This is an optimization exercise on Yosys and OpenROAD, whose aim is small area and a short achievable clock period, not a production implementation. The RTL was checked by simulation tests, not by an equivalence proof against the original design. No activity file was given, so power comes from the tool's default toggle rates.

10-04:
==> module decode_stage, before the edit <==
module decode_stage (
    input  logic                clk,
    input  logic                rst_n,
    input  logic                instr_valid,
    input  rv32i_pkg::word_t    instr,
    output rv32i_pkg::reg_idx_t rs1,
    output rv32i_pkg::reg_idx_t rs2,
    input  rv32i_pkg::word_t    rs1_data,
    input  rv32i_pkg::word_t    rs2_data,
    output logic                id_ex_valid,
    output rv32i_pkg::reg_idx_t id_ex_rd,
    output rv32i_pkg::word_t    id_ex_a,
    output rv32i_pkg::word_t    id_ex_b,
    output logic                id_ex_fwd_a,
    output logic                id_ex_fwd_b,
    output rv32i_pkg::alu_ctl_t id_ex_ctl
);
    logic [6:0] opcode;
    logic [2:0] f3;
    logic [4:0] rd;
    logic       is_op, is_imm, is_lui;
    rv32i_pkg::alu_ctl_t ctl;
    rv32i_pkg::word_t    imm, a_d, b_d;
    assign opcode = instr[6:0];
    assign f3     = instr[14:12];
    assign rd     = instr[11:7];
    assign rs1    = instr[19:15];
    assign rs2    = instr[24:20];
    assign is_op  = opcode == rv32i_pkg::opc_op;
    assign is_imm = opcode == rv32i_pkg::opc_op_imm;
    assign is_lui = opcode == rv32i_pkg::opc_lui;
    always_comb begin
        ctl = '0;
        if (is_lui) begin
            ctl.add = 1'b1;
        end else begin
            ctl.sub  = (f3 == 3'b000 && is_op && instr[30]) || f3 == 3'b010 || f3 == 3'b011;
            ctl.add  = f3 == 3'b000 && !(is_op && instr[30]);
            ctl.nadd = f3 == 3'b000 && is_op && instr[30];
            ctl.slt  = f3 == 3'b010 || f3 == 3'b011;
            ctl.uns  = f3 == 3'b011;
            ctl.sll  = f3 == 3'b001;
            ctl.srl  = f3 == 3'b101;
            ctl.sra  = f3 == 3'b101 && instr[30];
            ctl.lxor = f3 == 3'b100;
            ctl.lor  = f3 == 3'b110;
            ctl.land = f3 == 3'b111;
        end
    end
    assign imm = is_lui ? {instr[31:12], 12'b0} : {{20{instr[31]}}, instr[31:20]};
    assign a_d = is_lui ? '0 : (rs1_data ^ {32{ctl.sub}});
    assign b_d = is_op ? rs2_data : imm;
    always_ff @(posedge clk) begin
        if (!rst_n) begin
            id_ex_valid <= 1'b0;
        end else begin
            id_ex_valid <= instr_valid && (is_op || is_imm || is_lui) && rd != '0;
        end
    end
    always_ff @(posedge clk) begin
        id_ex_rd    <= rd;
        id_ex_a     <= a_d;
        id_ex_b     <= b_d;
        id_ex_fwd_a <= id_ex_valid && id_ex_rd == rs1 && !is_lui;
        id_ex_fwd_b <= id_ex_valid && id_ex_rd == rs2 && is_op;
        id_ex_ctl   <= ctl;
    end
endmodule
==> module execute_stage, before the edit <==
module execute_stage (
    input  logic                clk,
    input  logic                rst_n,
    input  logic                id_ex_valid,
    input  rv32i_pkg::reg_idx_t id_ex_rd,
    input  rv32i_pkg::word_t    id_ex_a,
    input  rv32i_pkg::word_t    id_ex_b,
    input  logic                id_ex_fwd_a,
    input  logic                id_ex_fwd_b,
    input  rv32i_pkg::alu_ctl_t id_ex_ctl,
    output logic                wb_valid,
    output rv32i_pkg::reg_idx_t wb_rd,
    output rv32i_pkg::word_t    wb_data
);
    rv32i_pkg::alu_ctl_t c;
    rv32i_pkg::word_t    a, b, sum, res;
    logic [4:0]          sh;
    logic                a31, lt, cout;
    logic [4:0]          rot_amt;
    rv32i_pkg::word_t    rot, keep, keep_l, shft_r;
    logic                fill;
    assign c = id_ex_ctl;
    assign a = id_ex_fwd_a ? (wb_data ^ {32{c.sub}}) : id_ex_a;
    assign b = id_ex_fwd_b ? wb_data : id_ex_b;
    function automatic logic [32:0] add_ks(rv32i_pkg::word_t x, rv32i_pkg::word_t y);
        logic [31:0] g, p, gg, pp, ng, np;
        g  = x & y;
        p  = x ^ y;
        gg = g;
        pp = p;
        gg[1] = g[1] | ((p[1] & x[0]) & y[0]);
        pp[1] = p[1] & p[0];
        for (int i = 2; i < 32; i++) begin
            gg[i] = g[i] | (p[i] & g[i-1]);
            pp[i] = p[i] & p[i-1];
        end
        for (int l = 1; l < 5; l++) begin
            ng = gg;
            np = pp;
            for (int i = (1 << l); i < 32; i++) begin
                ng[i] = gg[i] | (pp[i] & gg[i - (1 << l)]);
                np[i] = pp[i] & pp[i - (1 << l)];
            end
            gg = ng;
            pp = np;
        end
        add_ks = {gg[31], p ^ {gg[30:0], 1'b0}};
    endfunction
    assign {cout, sum} = add_ks(a, b);
    assign a31 = ~a[31];
    assign lt  = (a31 != b[31]) ? (c.uns ? b[31] : a31) : cout;
    assign sh = b[4:0];
    assign rot_amt[0] = sh[0];
    assign rot_amt[1] = sh[1] ^ (c.sll & sh[0]);
    assign rot_amt[2] = sh[2] ^ (c.sll & |sh[1:0]);
    assign rot_amt[3] = sh[3] ^ (c.sll & |sh[2:0]);
    assign rot_amt[4] = sh[4] ^ (c.sll & |sh[3:0]);
    always_comb begin
        rot = a;
        for (int k = 0; k < 5; k++) begin
            if (rot_amt[k]) rot = (rot >> (1 << k)) | (rot << (32 - (1 << k)));
        end
    end
    always_comb begin
        for (int j = 0; j < 32; j++) begin
            keep_l[j] = sh <= 5'(j);
            keep[j]   = c.sll ? keep_l[j] : keep_l[31 - j];
        end
    end
    assign fill   = c.sra & a[31];
    assign shft_r = (keep & rot) | (~keep & {32{fill}});
    assign res = ({32{c.add}}  & sum)
               | ({32{c.nadd}} & ~sum)
               | ({32{c.slt}}  & {31'b0, lt})
               | ({32{c.sll | c.srl}} & shft_r)
               | ({32{c.lxor}} & (a ^ b))
               | ({32{c.lor}}  & (a | b))
               | ({32{c.land}} & (a & b));
    always_ff @(posedge clk) begin
        if (!rst_n) begin
            wb_valid <= 1'b0;
        end else begin
            wb_valid <= id_ex_valid;
        end
    end
    always_ff @(posedge clk) begin
        wb_rd   <= id_ex_rd;
        wb_data <= res;
    end
endmodule
clock: 5.5 ns
lec_check: 0
cap_margin: 20
core_margin: 2
core_utilization: 33
cts_buf_list: sky130_fd_sc_hd__clkbuf_8
cts_cluster_diameter: 50
cts_cluster_size: 22
place_density: 0.42
setup_slack_margin: 2.5
slew_margin: 20
run.sh (not shown) runs the stock make flow with config.mk's settings and CLKGATE_MAP_FILE= SYNTH_SCRIPT=/design/flow/synth_recipe.tcl, a recipe that flattens the netlist after the stock synthesis.
Inputs modified between 10-04 and 12-13:
--- a/flow/design.v
+++ b/flow/design.v
@@ -9,5 +9,4 @@
         logic sub;     
         logic add;     
-        logic nadd;    
         logic slt;     
         logic uns;     
@@ -95,6 +94,5 @@
         end else begin
             ctl.sub  = (f3 == 3'b000 && is_op && instr[30]) || f3 == 3'b010 || f3 == 3'b011;
-            ctl.add  = f3 == 3'b000 && !(is_op && instr[30]);
-            ctl.nadd = f3 == 3'b000 && is_op && instr[30];
+            ctl.add  = f3 == 3'b000;
             ctl.slt  = f3 == 3'b010 || f3 == 3'b011;
             ctl.uns  = f3 == 3'b011;
@@ -108,6 +106,6 @@
     end
     assign imm = is_lui ? {instr[31:12], 12'b0} : {{20{instr[31]}}, instr[31:20]};
-    assign a_d = is_lui ? '0 : (rs1_data ^ {32{ctl.sub}});
-    assign b_d = is_op ? rs2_data : imm;
+    assign a_d = is_lui ? '0 : rs1_data;
+    assign b_d = (is_op ? rs2_data : imm) ^ {32{ctl.sub}};
     always_ff @(posedge clk) begin
         if (!rst_n) begin
@@ -144,38 +142,14 @@
     rv32i_pkg::word_t    a, b, sum, res;
     logic [4:0]          sh;
-    logic                a31, lt, cout;
+    logic                b31, lt;
     logic [4:0]          rot_amt;
     rv32i_pkg::word_t    rot, keep, keep_l, shft_r;
     logic                fill;
     assign c = id_ex_ctl;
-    assign a = id_ex_fwd_a ? (wb_data ^ {32{c.sub}}) : id_ex_a;
-    assign b = id_ex_fwd_b ? wb_data : id_ex_b;
-    function automatic logic [32:0] add_ks(rv32i_pkg::word_t x, rv32i_pkg::word_t y);
-        logic [31:0] g, p, gg, pp, ng, np;
-        g  = x & y;
-        p  = x ^ y;
-        gg = g;
-        pp = p;
-        gg[1] = g[1] | ((p[1] & x[0]) & y[0]);
-        pp[1] = p[1] & p[0];
-        for (int i = 2; i < 32; i++) begin
-            gg[i] = g[i] | (p[i] & g[i-1]);
-            pp[i] = p[i] & p[i-1];
-        end
-        for (int l = 1; l < 5; l++) begin
-            ng = gg;
-            np = pp;
-            for (int i = (1 << l); i < 32; i++) begin
-                ng[i] = gg[i] | (pp[i] & gg[i - (1 << l)]);
-                np[i] = pp[i] & pp[i - (1 << l)];
-            end
-            gg = ng;
-            pp = np;
-        end
-        add_ks = {gg[31], p ^ {gg[30:0], 1'b0}};
-    endfunction
-    assign {cout, sum} = add_ks(a, b);
-    assign a31 = ~a[31];
-    assign lt  = (a31 != b[31]) ? (c.uns ? b[31] : a31) : cout;
+    assign a = id_ex_fwd_a ? wb_data : id_ex_a;
+    assign b = id_ex_fwd_b ? (wb_data ^ {32{c.sub}}) : id_ex_b;
+    assign sum = a + b + {31'b0, c.sub};
+    assign b31 = ~b[31];
+    assign lt  = (a[31] != b31) ? (c.uns ? b31 : a[31]) : sum[31];
     assign sh = b[4:0];
     assign rot_amt[0] = sh[0];
@@ -199,5 +173,4 @@
     assign shft_r = (keep & rot) | (~keep & {32{fill}});
     assign res = ({32{c.add}}  & sum)
-               | ({32{c.nadd}} & ~sum)
                | ({32{c.slt}}  & {31'b0, lt})
                | ({32{c.sll | c.srl}} & shft_r)
### Flow results
Number of inverters outside the clock class in the layout in 12-13 is about 20% below 10-04. Higher part of the total power dissipated in the clock network goes to 12-13 over 10-04. Compared 12-13 vs 10-04, and clock tree buffer count of the final layout is up in 12-13. Between 12-13 and 10-04, it is 12-13 whose layout filler cell count is higher, by about 2.7%. In the reports for 12-13 and 10-04, the larger multi-input logic portion of the cell area belongs to 12-13. | power | 12-13 vs 10-04 | better |. 12-13 vs. 10-04: total non-filler cell area in the finished layout went down by about 2.2%. 12-13 against 10-04: worst reg-to-reg path cell count rose by 7; total of flip-flops plus latches after synthesis stayed essentially flat. Relative to 10-04, global router's overall resource usage has decreased by 0.32 points in 12-13. Compare 12-13 and 10-04 | portion of the clock cycle consumed by the worst path in the final layout lower: 10-04.

run B:
The RTL this note starts from:
==> flow/design.v <==
package rv32i_pkg;
    localparam int xlen = 32;
    typedef logic [xlen-1:0] word_t;
    typedef logic [4:0]      reg_idx_t;
    localparam logic [6:0] opc_op     = 7'b0110011;
    localparam logic [6:0] opc_op_imm = 7'b0010011;
    localparam logic [6:0] opc_lui    = 7'b0110111;
    typedef struct packed {
        logic sub;     
        logic add;     
        logic nadd;    
        logic slt;     
        logic uns;     
        logic sll;     
        logic srl;     
        logic sra;     
        logic lxor;
        logic lor;
        logic land;
    } alu_ctl_t;
endpackage
`timescale 1ns/1ps
module reg_file (
    input  logic                clk,
    input  logic                rst_n,
    input  rv32i_pkg::reg_idx_t rs1,
    input  rv32i_pkg::reg_idx_t rs2,
    output rv32i_pkg::word_t    rs1_data,
    output rv32i_pkg::word_t    rs2_data,
    input  logic                wr_en,       
    input  rv32i_pkg::reg_idx_t wr_rd,
    input  rv32i_pkg::word_t    wr_data
);
    rv32i_pkg::word_t regs [1:31];
    rv32i_pkg::word_t wdata;
    logic [31:1]      we;
    assign wdata = rst_n ? wr_data : '0;
    genvar i;
    generate
        for (i = 1; i < 32; i++) begin : g_reg
            assign we[i] = wr_en && (wr_rd == i);
            always_ff @(posedge clk) begin
                if (!rst_n || we[i]) regs[i] <= wdata;
            end
        end
    endgenerate
    function automatic rv32i_pkg::word_t read_port(rv32i_pkg::reg_idx_t idx);
        rv32i_pkg::word_t acc;
        acc = '0;
        for (int k = 1; k < 32; k++) begin
            acc = acc | ({32{idx == k}} & regs[k]);
        end
        if (wr_en && wr_rd == idx) acc = wr_data;
        read_port = acc;
    endfunction
    assign rs1_data = read_port(rs1);
    assign rs2_data = read_port(rs2);
endmodule
`timescale 1ns/1ps
module decode_stage (
    input  logic                clk,
    input  logic                rst_n,
    input  logic                instr_valid,
    input  rv32i_pkg::word_t    instr,
    output rv32i_pkg::reg_idx_t rs1,
    output rv32i_pkg::reg_idx_t rs2,
    input  rv32i_pkg::word_t    rs1_data,
    input  rv32i_pkg::word_t    rs2_data,
    output logic                id_ex_valid,
    output rv32i_pkg::reg_idx_t id_ex_rd,
    output rv32i_pkg::word_t    id_ex_a,
    output rv32i_pkg::word_t    id_ex_b,
    output logic                id_ex_fwd_a,
    output logic                id_ex_fwd_b,
    output rv32i_pkg::alu_ctl_t id_ex_ctl
);
    logic [6:0] opcode;
    logic [2:0] f3;
    logic [4:0] rd;
    logic       is_op, is_imm, is_lui;
    rv32i_pkg::alu_ctl_t ctl;
    rv32i_pkg::word_t    imm, a_d, b_d;
    assign opcode = instr[6:0];
    assign f3     = instr[14:12];
    assign rd     = instr[11:7];
    assign rs1    = instr[19:15];
    assign rs2    = instr[24:20];
    assign is_op  = opcode == rv32i_pkg::opc_op;
    assign is_imm = opcode == rv32i_pkg::opc_op_imm;
    assign is_lui = opcode == rv32i_pkg::opc_lui;
    always_comb begin
        ctl = '0;
        if (is_lui) begin
            ctl.add = 1'b1;
        end else begin
            ctl.sub  = (f3 == 3'b000 && is_op && instr[30]) || f3 == 3'b010 || f3 == 3'b011;
            ctl.add  = f3 == 3'b000 && !(is_op && instr[30]);
            ctl.nadd = f3 == 3'b000 && is_op && instr[30];
            ctl.slt  = f3 == 3'b010 || f3 == 3'b011;
            ctl.uns  = f3 == 3'b011;
            ctl.sll  = f3 == 3'b001;
            ctl.srl  = f3 == 3'b101;
            ctl.sra  = f3 == 3'b101 && instr[30];
            ctl.lxor = f3 == 3'b100;
            ctl.lor  = f3 == 3'b110;
            ctl.land = f3 == 3'b111;
        end
    end
    assign imm = is_lui ? {instr[31:12], 12'b0} : {{20{instr[31]}}, instr[31:20]};
    assign a_d = is_lui ? '0 : (rs1_data ^ {32{ctl.sub}});
    assign b_d = is_op ? rs2_data : imm;
    always_ff @(posedge clk) begin
        if (!rst_n) begin
            id_ex_valid <= 1'b0;
        end else begin
            id_ex_valid <= instr_valid && (is_op || is_imm || is_lui) && rd != '0;
        end
    end
    always_ff @(posedge clk) begin
        id_ex_rd    <= rd;
        id_ex_a     <= a_d;
        id_ex_b     <= b_d;
        id_ex_fwd_a <= id_ex_valid && id_ex_rd == rs1 && !is_lui;
        id_ex_fwd_b <= id_ex_valid && id_ex_rd == rs2 && is_op;
        id_ex_ctl   <= ctl;
    end
endmodule
`timescale 1ns/1ps
module execute_stage (
    input  logic                clk,
    input  logic                rst_n,
    input  logic                id_ex_valid,
    input  rv32i_pkg::reg_idx_t id_ex_rd,
    input  rv32i_pkg::word_t    id_ex_a,
    input  rv32i_pkg::word_t    id_ex_b,
    input  logic                id_ex_fwd_a,
    input  logic                id_ex_fwd_b,
    input  rv32i_pkg::alu_ctl_t id_ex_ctl,
    output logic                wb_valid,
    output rv32i_pkg::reg_idx_t wb_rd,
    output rv32i_pkg::word_t    wb_data
);
    rv32i_pkg::alu_ctl_t c;
    rv32i_pkg::word_t    a, b, sum, res;
    logic [4:0]          sh;
    logic                a31, lt;
    logic [4:0]          rot_amt;
    rv32i_pkg::word_t    rot, keep, keep_l, shft_r;
    logic                fill;
    assign c = id_ex_ctl;
    assign a = id_ex_fwd_a ? (wb_data ^ {32{c.sub}}) : id_ex_a;
    assign b = id_ex_fwd_b ? wb_data : id_ex_b;
    function automatic rv32i_pkg::word_t add_ks(rv32i_pkg::word_t x, rv32i_pkg::word_t y);
        logic [31:0] g, p, gg, pp, ng, np;
        g  = x & y;
        p  = x ^ y;
        gg = g;
        pp = p;
        gg[1] = g[1] | ((p[1] & x[0]) & y[0]);
        pp[1] = p[1] & p[0];
        for (int i = 2; i < 32; i++) begin
            gg[i] = g[i] | (p[i] & g[i-1]);
            pp[i] = p[i] & p[i-1];
        end
        for (int l = 1; l < 5; l++) begin
            ng = gg;
            np = pp;
            for (int i = (1 << l); i < 32; i++) begin
                ng[i] = gg[i] | (pp[i] & gg[i - (1 << l)]);
                np[i] = pp[i] & pp[i - (1 << l)];
            end
            gg = ng;
            pp = np;
        end
        add_ks = p ^ {gg[30:0], 1'b0};
    endfunction
    assign sum = add_ks(a, b);
    assign a31 = ~a[31];
    assign lt  = (a31 != b[31]) ? (c.uns ? b[31] : a31) : ~sum[31];
    assign sh = b[4:0];
    assign rot_amt[0] = sh[0];
    assign rot_amt[1] = sh[1] ^ (c.sll & sh[0]);
    assign rot_amt[2] = sh[2] ^ (c.sll & |sh[1:0]);
    assign rot_amt[3] = sh[3] ^ (c.sll & |sh[2:0]);
    assign rot_amt[4] = sh[4] ^ (c.sll & |sh[3:0]);
    always_comb begin
        rot = a;
        for (int k = 0; k < 5; k++) begin
            if (rot_amt[k]) rot = (rot >> (1 << k)) | (rot << (32 - (1 << k)));
        end
    end
    always_comb begin
        for (int j = 0; j < 32; j++) begin
            keep_l[j] = sh <= 5'(j);
            keep[j]   = c.sll ? keep_l[j] : keep_l[31 - j];
        end
    end
    assign fill   = c.sra & a[31];
    assign shft_r = (keep & rot) | (~keep & {32{fill}});
    assign res = ({32{c.add}}  & sum)
               | ({32{c.nadd}} & ~sum)
               | ({32{c.slt}}  & {31'b0, lt})
               | ({32{c.sll | c.srl}} & shft_r)
               | ({32{c.lxor}} & (a ^ b))
               | ({32{c.lor}}  & (a | b))
               | ({32{c.land}} & (a & b));
    always_ff @(posedge clk) begin
        if (!rst_n) begin
            wb_valid <= 1'b0;
        end else begin
            wb_valid <= id_ex_valid;
        end
    end
    always_ff @(posedge clk) begin
        wb_rd   <= id_ex_rd;
        wb_data <= res;
    end
endmodule
`timescale 1ns/1ps
module rv32i_core (
    input  logic                clk,
    input  logic                rst_n,
    input  logic                instr_valid,
    input  rv32i_pkg::word_t    instr,
    output logic                wb_valid,
    output rv32i_pkg::reg_idx_t wb_rd,
    output rv32i_pkg::word_t    wb_data
);
    rv32i_pkg::reg_idx_t rs1_idx, rs2_idx;
    rv32i_pkg::word_t    rs1_data, rs2_data;
    logic                id_ex_valid;
    rv32i_pkg::reg_idx_t id_ex_rd;
    rv32i_pkg::word_t    id_ex_a, id_ex_b;
    logic                id_ex_fwd_a, id_ex_fwd_b;
    rv32i_pkg::alu_ctl_t id_ex_ctl;
    reg_file u_reg_file (
        .clk      (clk),
        .rst_n    (rst_n),
        .rs1      (rs1_idx),
        .rs2      (rs2_idx),
        .rs1_data (rs1_data),
        .rs2_data (rs2_data),
        .wr_en    (wb_valid),
        .wr_rd    (wb_rd),
        .wr_data  (wb_data)
    );
    decode_stage u_decode_stage (
        .clk         (clk),
        .rst_n       (rst_n),
        .instr_valid (instr_valid),
        .instr       (instr),
        .rs1         (rs1_idx),
        .rs2         (rs2_idx),
        .rs1_data    (rs1_data),
        .rs2_data    (rs2_data),
        .id_ex_valid (id_ex_valid),
        .id_ex_rd    (id_ex_rd),
        .id_ex_a     (id_ex_a),
        .id_ex_b     (id_ex_b),
        .id_ex_fwd_a (id_ex_fwd_a),
        .id_ex_fwd_b (id_ex_fwd_b),
        .id_ex_ctl   (id_ex_ctl)
    );
    execute_stage u_execute_stage (
        .clk         (clk),
        .rst_n       (rst_n),
        .id_ex_valid (id_ex_valid),
        .id_ex_rd    (id_ex_rd),
        .id_ex_a     (id_ex_a),
        .id_ex_b     (id_ex_b),
        .id_ex_fwd_a (id_ex_fwd_a),
        .id_ex_fwd_b (id_ex_fwd_b),
        .id_ex_ctl   (id_ex_ctl),
        .wb_valid    (wb_valid),
        .wb_rd       (wb_rd),
        .wb_data     (wb_data)
    );
endmodule
Settings: LEC_CHECK=0, CAP_MARGIN=20, CORE_MARGIN=2, CORE_UTILIZATION=33, CTS_BUF_LIST=sky130_fd_sc_hd__clkbuf_8, CTS_CLUSTER_DIAMETER=50, CTS_CLUSTER_SIZE=22, PLACE_DENSITY=0.42, SETUP_SLACK_MARGIN=2.5, SLEW_MARGIN=20; clock period 5.5 ns.
standard.sh (not shown) runs the stock make flow with config.mk's settings and CLKGATE_MAP_FILE= SYNTH_SCRIPT=/design/flow/synth_recipe.tcl, a recipe that flattens the netlist after the stock synthesis.
==> flow/flow/run.sh <==
#!/bin/bash
# Standard ORFS layout (the standard.sh, standard synthesis unchanged),
# with clock tree synthesis told not to add dummy loads for balancing, and
# plain buffers (instead of delay cells) on the ports.
set -uo pipefail
export CTS_ARGS="-sink_clustering_enable -repair_clock_nets -dont_use_dummy_load -buf_list sky130_fd_sc_hd__clkbuf_8 -sink_clustering_size 22 -sink_clustering_max_diameter 50"
export BUFFER_PORTS_ARGS="-buffer_cell sky130_fd_sc_hd__buf_2"
bash standard.sh finish > flow_make.log 2>&1
rc=$?
echo "standard.sh exit $rc" >> flow_make.log
exit $rc
Run B ended with every stage complete and zero timing, DRC or antenna violations.
Input-level comparison between run R and run B:
--- a/flow/design.v
+++ b/flow/design.v
@@ -69,19 +69,22 @@
     output logic                id_ex_valid,
     output rv32i_pkg::reg_idx_t id_ex_rd,
     output rv32i_pkg::word_t    id_ex_a,
     output rv32i_pkg::word_t    id_ex_b,
     output logic                id_ex_fwd_a,
+    output logic                id_ex_fwd_an,
+    output logic                id_ex_nofwd_a,
     output logic                id_ex_fwd_b,
     output rv32i_pkg::alu_ctl_t id_ex_ctl
 );
     logic [6:0] opcode;
     logic [2:0] f3;
     logic [4:0] rd;
     logic       is_op, is_imm, is_lui;
     rv32i_pkg::alu_ctl_t ctl;
     rv32i_pkg::word_t    imm, a_d, b_d;
+    logic                fwd_a;
     assign opcode = instr[6:0];
     assign f3     = instr[14:12];
     assign rd     = instr[11:7];
     assign rs1    = instr[19:15];
     assign rs2    = instr[24:20];
@@ -107,10 +110,11 @@
         end
     end
     assign imm = is_lui ? {instr[31:12], 12'b0} : {{20{instr[31]}}, instr[31:20]};
     assign a_d = is_lui ? '0 : (rs1_data ^ {32{ctl.sub}});
     assign b_d = is_op ? rs2_data : imm;
+    assign fwd_a = id_ex_valid && id_ex_rd == rs1 && !is_lui;
     always_ff @(posedge clk) begin
         if (!rst_n) begin
             id_ex_valid <= 1'b0;
         end else begin
             id_ex_valid <= instr_valid && (is_op || is_imm || is_lui) && rd != '0;
@@ -118,11 +122,13 @@
     end
     always_ff @(posedge clk) begin
         id_ex_rd    <= rd;
         id_ex_a     <= a_d;
         id_ex_b     <= b_d;
-        id_ex_fwd_a <= id_ex_valid && id_ex_rd == rs1 && !is_lui;
+        id_ex_fwd_a   <= fwd_a && !ctl.sub;
+        id_ex_fwd_an  <= fwd_a && ctl.sub;
+        id_ex_nofwd_a <= !fwd_a;
         id_ex_fwd_b <= id_ex_valid && id_ex_rd == rs2 && is_op;
         id_ex_ctl   <= ctl;
     end
 endmodule
 `timescale 1ns/1ps
@@ -132,25 +138,30 @@
     input  logic                id_ex_valid,
     input  rv32i_pkg::reg_idx_t id_ex_rd,
     input  rv32i_pkg::word_t    id_ex_a,
     input  rv32i_pkg::word_t    id_ex_b,
     input  logic                id_ex_fwd_a,
+    input  logic                id_ex_fwd_an,
+    input  logic                id_ex_nofwd_a,
     input  logic                id_ex_fwd_b,
     input  rv32i_pkg::alu_ctl_t id_ex_ctl,
     output logic                wb_valid,
     output rv32i_pkg::reg_idx_t wb_rd,
     output rv32i_pkg::word_t    wb_data
 );
     rv32i_pkg::alu_ctl_t c;
+    rv32i_pkg::word_t    wb_data_n;
     rv32i_pkg::word_t    a, b, sum, res;
     logic [4:0]          sh;
     logic                a31, lt;
     logic [4:0]          rot_amt;
     rv32i_pkg::word_t    rot, keep, keep_l, shft_r;
     logic                fill;
     assign c = id_ex_ctl;
-    assign a = id_ex_fwd_a ? (wb_data ^ {32{c.sub}}) : id_ex_a;
+    assign a = ({32{id_ex_fwd_a}}   & wb_data)
+             | ({32{id_ex_fwd_an}}  & wb_data_n)
+             | ({32{id_ex_nofwd_a}} & id_ex_a);
     assign b = id_ex_fwd_b ? wb_data : id_ex_b;
     function automatic rv32i_pkg::word_t add_ks(rv32i_pkg::word_t x, rv32i_pkg::word_t y);
         logic [31:0] g, p, gg, pp, ng, np;
         g  = x & y;
         p  = x ^ y;
@@ -211,11 +222,12 @@
             wb_valid <= id_ex_valid;
         end
     end
     always_ff @(posedge clk) begin
         wb_rd   <= id_ex_rd;
-        wb_data <= res;
+        wb_data   <= res;
+        wb_data_n <= ~res;
     end
 endmodule
 `timescale 1ns/1ps
 module rv32i_core (
     input  logic                clk,
@@ -229,11 +241,11 @@
     rv32i_pkg::reg_idx_t rs1_idx, rs2_idx;
     rv32i_pkg::word_t    rs1_data, rs2_data;
     logic                id_ex_valid;
     rv32i_pkg::reg_idx_t id_ex_rd;
     rv32i_pkg::word_t    id_ex_a, id_ex_b;
-    logic                id_ex_fwd_a, id_ex_fwd_b;
+    logic                id_ex_fwd_a, id_ex_fwd_an, id_ex_nofwd_a, id_ex_fwd_b;
     rv32i_pkg::alu_ctl_t id_ex_ctl;
     reg_file u_reg_file (
         .clk      (clk),
         .rst_n    (rst_n),
         .rs1      (rs1_idx),
@@ -256,10 +268,12 @@
         .id_ex_valid (id_ex_valid),
         .id_ex_rd    (id_ex_rd),
         .id_ex_a     (id_ex_a),
         .id_ex_b     (id_ex_b),
         .id_ex_fwd_a (id_ex_fwd_a),
+        .id_ex_fwd_an (id_ex_fwd_an),
+        .id_ex_nofwd_a (id_ex_nofwd_a),
         .id_ex_fwd_b (id_ex_fwd_b),
         .id_ex_ctl   (id_ex_ctl)
     );
     execute_stage u_execute_stage (
         .clk         (clk),
@@ -267,10 +281,12 @@
         .id_ex_valid (id_ex_valid),
         .id_ex_rd    (id_ex_rd),
         .id_ex_a     (id_ex_a),
         .id_ex_b     (id_ex_b),
         .id_ex_fwd_a (id_ex_fwd_a),
+        .id_ex_fwd_an (id_ex_fwd_an),
+        .id_ex_nofwd_a (id_ex_nofwd_a),
         .id_ex_fwd_b (id_ex_fwd_b),
         .id_ex_ctl   (id_ex_ctl),
         .wb_valid    (wb_valid),
         .wb_rd       (wb_rd),
         .wb_data     (wb_data)
Findings:
Overall track demand over capacity in global routing ends up higher on run R.
Non-clock buffer count: run R vs run B up 159
Compared with run B, run R shows area of the multi-input gates higher by 4.6%.
Changes observed in run R relative to run B: worst setup slack fell by 0.19 ns; achievable clock frequency fell by about 5%.
The lower part of the total power dissipated in the clock network of run R and run B is in run R.
Taking run B as the reference point, the final critical path time including I/O delays and setup of run R rises by 0.19 ns.
Number of vias after detailed routing ends up higher on run R.
Going from run B to run R, the sequential portion of the cell area was found to have gone down by 1.6 points.

[what the ideal ports hide]
The flow's constraints put no driver on any port. The routed layouts listed below were extracted and timed again, unchanged, in two steps.
Step 1 (the two cells are an assumption about what drives the block):
set clk [get_ports {clk}]
set_driving_cell -lib_cell sky130_fd_sc_hd__clkbuf_16 $clk
set_driving_cell -lib_cell sky130_fd_sc_hd__buf_2 [delete_from_list [all_inputs] $clk]
Step 2 moves the port delays by t, midway between the first and last clock arrival at a register: inputs arrive t later, outputs are due t later. That takes back most of the time a late clock gives input paths.
a / b / c = ideal / step 1 / step 2; a / b = the first two.
run | shift t [ns] | slack for setup (ns) | worst setup path after step 2 | latest minus earliest clock arrival (ns)
10-04 | 1.027 | 1.999 / 1.999 / 1.430 | input to register | 0.080 / 0.080
12-13 | 1.025 | 1.863 / 1.863 / 1.418 | input to register | 0.060 / 0.060
run B | 0.985 | 2.107 / 2.107 / 1.434 | input to register | 0.112 / 0.112
run R | 0.986 | 1.922 / 1.922 / 1.267 | input to register | 0.120 / 0.120
After both steps every run listed still meets setup and hold. The setup slack of run B, which loses most, moves by 0.000 ns with the drivers and by -0.673 ns with both steps.
